From an optimization exercise on the open Yosys and OpenROAD flow, aimed at small area; shortcuts taken in it are not production practice.
RTL that was checked went through simulation tests only; none was proved equivalent to the original.
Power figures rest on the tool's default switching activity, not on a simulated workload.

// bmd_mem_access
module bmd_mem_access (
    input  logic        clk,
    input  logic        rst_n,
    input  logic        wr_valid_i,
    input  logic [6:0]  wr_addr_i,
    input  logic [3:0]  wr_be_i,
    input  logic [31:0] wr_data_i,
    output logic        wr_credit_o,
    input  logic [6:0]  rd_addr_i,
    input  logic [3:0]  rd_be_i,
    output logic [31:0] rd_data_o,
    input  logic        mwr_done_i,
    input  logic        mrd_done_i,
    output logic        init_rst_o,
    output logic        mwr_start_o,
    output logic [31:0] mwr_addr_o,
    output logic [31:0] mwr_len_o,
    output logic [31:0] mwr_count_o,
    output logic [31:0] mwr_data_o,
    output logic        mrd_start_o,
    output logic [31:0] mrd_addr_o,
    output logic [31:0] mrd_len_o,
    output logic [31:0] mrd_count_o
);
Settings: LEC_CHECK=0, CAP_MARGIN=0, CORE_MARGIN=2, CORE_UTILIZATION=55, GPL_TIMING_DRIVEN=0, SLEW_MARGIN=0, SYNTH_HIERARCHICAL=1, SYNTH_MINIMUM_KEEP_SIZE=0; clock period 7.0 ns.
standard.sh (not shown) runs the stock make flow with config.mk's settings and CLKGATE_MAP_FILE= SYNTH_SCRIPT=/design/flow/synth_recipe.tcl, a recipe that flattens the netlist after the stock synthesis.
==> flow/flow/run.sh <==
#!/bin/bash
# The standard layout (standard.sh, unchanged synthesis) with two changes:
#  - the ports get the smallest buffer, sky130_fd_sc_hd__buf_1, instead of the one
#    buffer_ports picks by default;
#  - the clock tree uses clkbuf_4 in small clusters and no dummy loads.
# All tool output goes to standard.log here; ORFS keeps its per-step logs in orfs/logs.
set -euo pipefail
export BUFFER_PORTS_ARGS="-buffer_cell sky130_fd_sc_hd__buf_1"
export CTS_ARGS="-sink_clustering_enable -repair_clock_nets -dont_use_dummy_load -buf_list sky130_fd_sc_hd__clkbuf_4 -sink_clustering_size 10 -sink_clustering_max_diameter 50"
bash standard.sh > standard.log 2>&1
==> next run, changes <==
--- a/flow/config.mk
+++ b/flow/config.mk
@@ -8,6 +8,5 @@
 export CAP_MARGIN = 0
 export CORE_MARGIN = 2
-export CORE_UTILIZATION = 55
-export GPL_TIMING_DRIVEN = 0
+export CORE_UTILIZATION = 40
 export SLEW_MARGIN = 0
 export SYNTH_HIERARCHICAL = 1
=> Die area is higher by well over a third. Cell count is higher by a few percent. Via count is lower by a few percent. Clock power climbs by a few percent. Power rises slightly. Utilization drops by 19 points. Final area goes down slightly. Clock skew increases by 26 ps.
==> next run, changes <==
--- a/flow/flow/run.sh
+++ b/flow/flow/run.sh
@@ -7,4 +7,4 @@
 set -euo pipefail
 export BUFFER_PORTS_ARGS="-buffer_cell sky130_fd_sc_hd__buf_1"
-export CTS_ARGS="-sink_clustering_enable -repair_clock_nets -dont_use_dummy_load -buf_list sky130_fd_sc_hd__clkbuf_4 -sink_clustering_size 10 -sink_clustering_max_diameter 50"
+export CTS_ARGS="-sink_clustering_enable -repair_clock_nets -dont_use_dummy_load -buf_list sky130_fd_sc_hd__clkbuf_4 -sink_clustering_size 11 -sink_clustering_max_diameter 60"
 bash standard.sh > standard.log 2>&1
--- a/flow/config.mk
+++ b/flow/config.mk
@@ -8,5 +8,5 @@
 export CAP_MARGIN = 0
 export CORE_MARGIN = 2
-export CORE_UTILIZATION = 40
+export CORE_UTILIZATION = 50
 export SLEW_MARGIN = 0
 export SYNTH_HIERARCHICAL = 1
Sequential power hardly moves.
Routed wire length came out lower by a few percent.
Worst setup slack improves by 9.5 ps.
Die area falls by about a fifth.
Worst hold slack gets better by 31 ps.
Count of clock-buffer cells in the layout goes down by 6.
Core utilization grows by 11 points.
Sequential share of layout area came out higher by 0.89 points.
Non-clock buffer count is lower by 1.
Clock power falls by a little under a tenth.
Power shrinks by a few percent.
==> next run, changes <==
--- a/flow/flow/run.sh
+++ b/flow/flow/run.sh
@@ -7,4 +7,4 @@
 set -euo pipefail
 export BUFFER_PORTS_ARGS="-buffer_cell sky130_fd_sc_hd__buf_1"
-export CTS_ARGS="-sink_clustering_enable -repair_clock_nets -dont_use_dummy_load -buf_list sky130_fd_sc_hd__clkbuf_4 -sink_clustering_size 11 -sink_clustering_max_diameter 60"
+export CTS_ARGS="-sink_clustering_enable -repair_clock_nets -dont_use_dummy_load -buf_list sky130_fd_sc_hd__clkbuf_4 -sink_clustering_size 10 -sink_clustering_max_diameter 50"
 bash standard.sh > standard.log 2>&1
What happened: Setup slack gets better by 29 ps. Routed wire length increases by 0.75%. Via count increases by 1.3%. Power increases by 1.0%. Register-to-register slack gets better by 40 ps. Sequential cell count stays the same. Final area stays flat. Area after synthesis stays the same. Global-route usage stays flat.

* * *

Another version of the RTL of bmd_mem_access (not shown whole).
For scale: roughly 610 cells after synthesis, ~310 flip-flops, roughly 320 I/O pins, about 11000 um^2 of cells after synthesis.
==> flow/config.mk <==
export PLATFORM = sky130hd
export DESIGN_NAME = bmd_mem_access
export DESIGN_NICKNAME = bmd_mem_access
export VERILOG_FILES = /design/flow/design.v
export SDC_FILE = /design/flow/constraint.sdc
export NUM_CORES = 4
export LEC_CHECK = 0
export CAP_MARGIN = 20
export CORE_MARGIN = 2
export CORE_UTILIZATION = 40
export SLEW_MARGIN = 20
export SYNTH_HIERARCHICAL = 1
export SYNTH_MINIMUM_KEEP_SIZE = 0
==> flow/constraint.sdc <==
create_clock -name core_clock -period 7.0 [get_ports {clk}]
set_input_delay 1.4000 -clock core_clock [delete_from_list [all_inputs] [get_ports {clk}]]
set_output_delay 1.4000 -clock core_clock [all_outputs]
set_load 0.01 [all_outputs]
==> flow/flow/run.sh <==
#!/bin/bash
# Standard layout with the smallest buffer on the ports and a lighter clock tree
set -euo pipefail
export BUFFER_PORTS_ARGS="-buffer_cell sky130_fd_sc_hd__buf_1"
export CTS_ARGS="-sink_clustering_enable -repair_clock_nets -dont_use_dummy_load -buf_list sky130_fd_sc_hd__clkbuf_4 -sink_clustering_size 10 -sink_clustering_max_diameter 50"
bash standard.sh > standard.log 2>&1
==> next run, changes <==
==> flow/flow/run.sh (replaced) <==
#!/bin/bash
# Standard layout with the smallest buffer on the ports and a lighter clock tree
set -euo pipefail
export BUFFER_PORTS_ARGS="-buffer_cell sky130_fd_sc_hd__buf_1"
export CTS_ARGS="-sink_clustering_enable -repair_clock_nets -dont_use_dummy_load -buf_list sky130_fd_sc_hd__clkbuf_8 -sink_clustering_size 16 -sink_clustering_max_diameter 60"
bash standard.sh > standard.log 2>&1
The new run produced a clean layout. Worst setup slack gets worse by 0.0082 ns. First-iteration DRC count falls by 2.7%. Routed wire length drops by 0.82%. Register-to-register slack got worse by 0.08 ns. Total power climbs by 1.9%. Hold slack improved by 0.056 ns. Sequential share of layout area is lower by 0.33 points. Clock skew hardly moves. Cell area grows by 0.47%. Area after synthesis stays the same. Global-route usage drops by 0.28 points.
Function was not checked in any run of this note: the RTL went through the layout flow alone.

==> static timing again, ports no longer ideal <==
The results above use ideal ports. As a check the final layouts listed here were re-extracted and re-timed, cells and wires unchanged. Step 1: set_driving_cell puts a clkbuf_16 on clk and a buf_2 on each other input, an assumption about the parent block. Step 2 also shifts input and output timing later by t, the mid clock arrival at the registers, as if the neighbouring blocks saw the same clock. Slacks: ideal ports / drivers / drivers and shift; pairs: ideal ports / drivers.
| run | shift t [ns] | setup slack, ns | clock arrival spread, ns | worst data-port slew with drivers (ns) |
|---|---|---|---|---|
| the first run of note 1 | 0.659 | 1.429 / 1.404 / 1.404 | 0.054 / 0.054 | 0.07 |
| the second run of note 1 | 0.643 | 1.874 / 1.852 / 1.852 | 0.076 / 0.076 | 0.09 |
| the third run of note 1 | 0.647 | 1.883 / 1.859 / 1.859 | 0.037 / 0.037 | 0.07 |
| the fourth run of note 1 | 0.646 | 1.912 / 1.887 / 1.887 | 0.051 / 0.050 | 0.07 |
| the first run of note 2 | 0.655 | 1.881 / 1.857 / 1.857 | 0.057 / 0.057 | 0.09 |
| the second run of note 2 | 0.583 | 1.872 / 1.849 / 1.849 | 0.054 / 0.054 | 0.09 |
After both steps setup and hold are still met in every run listed.
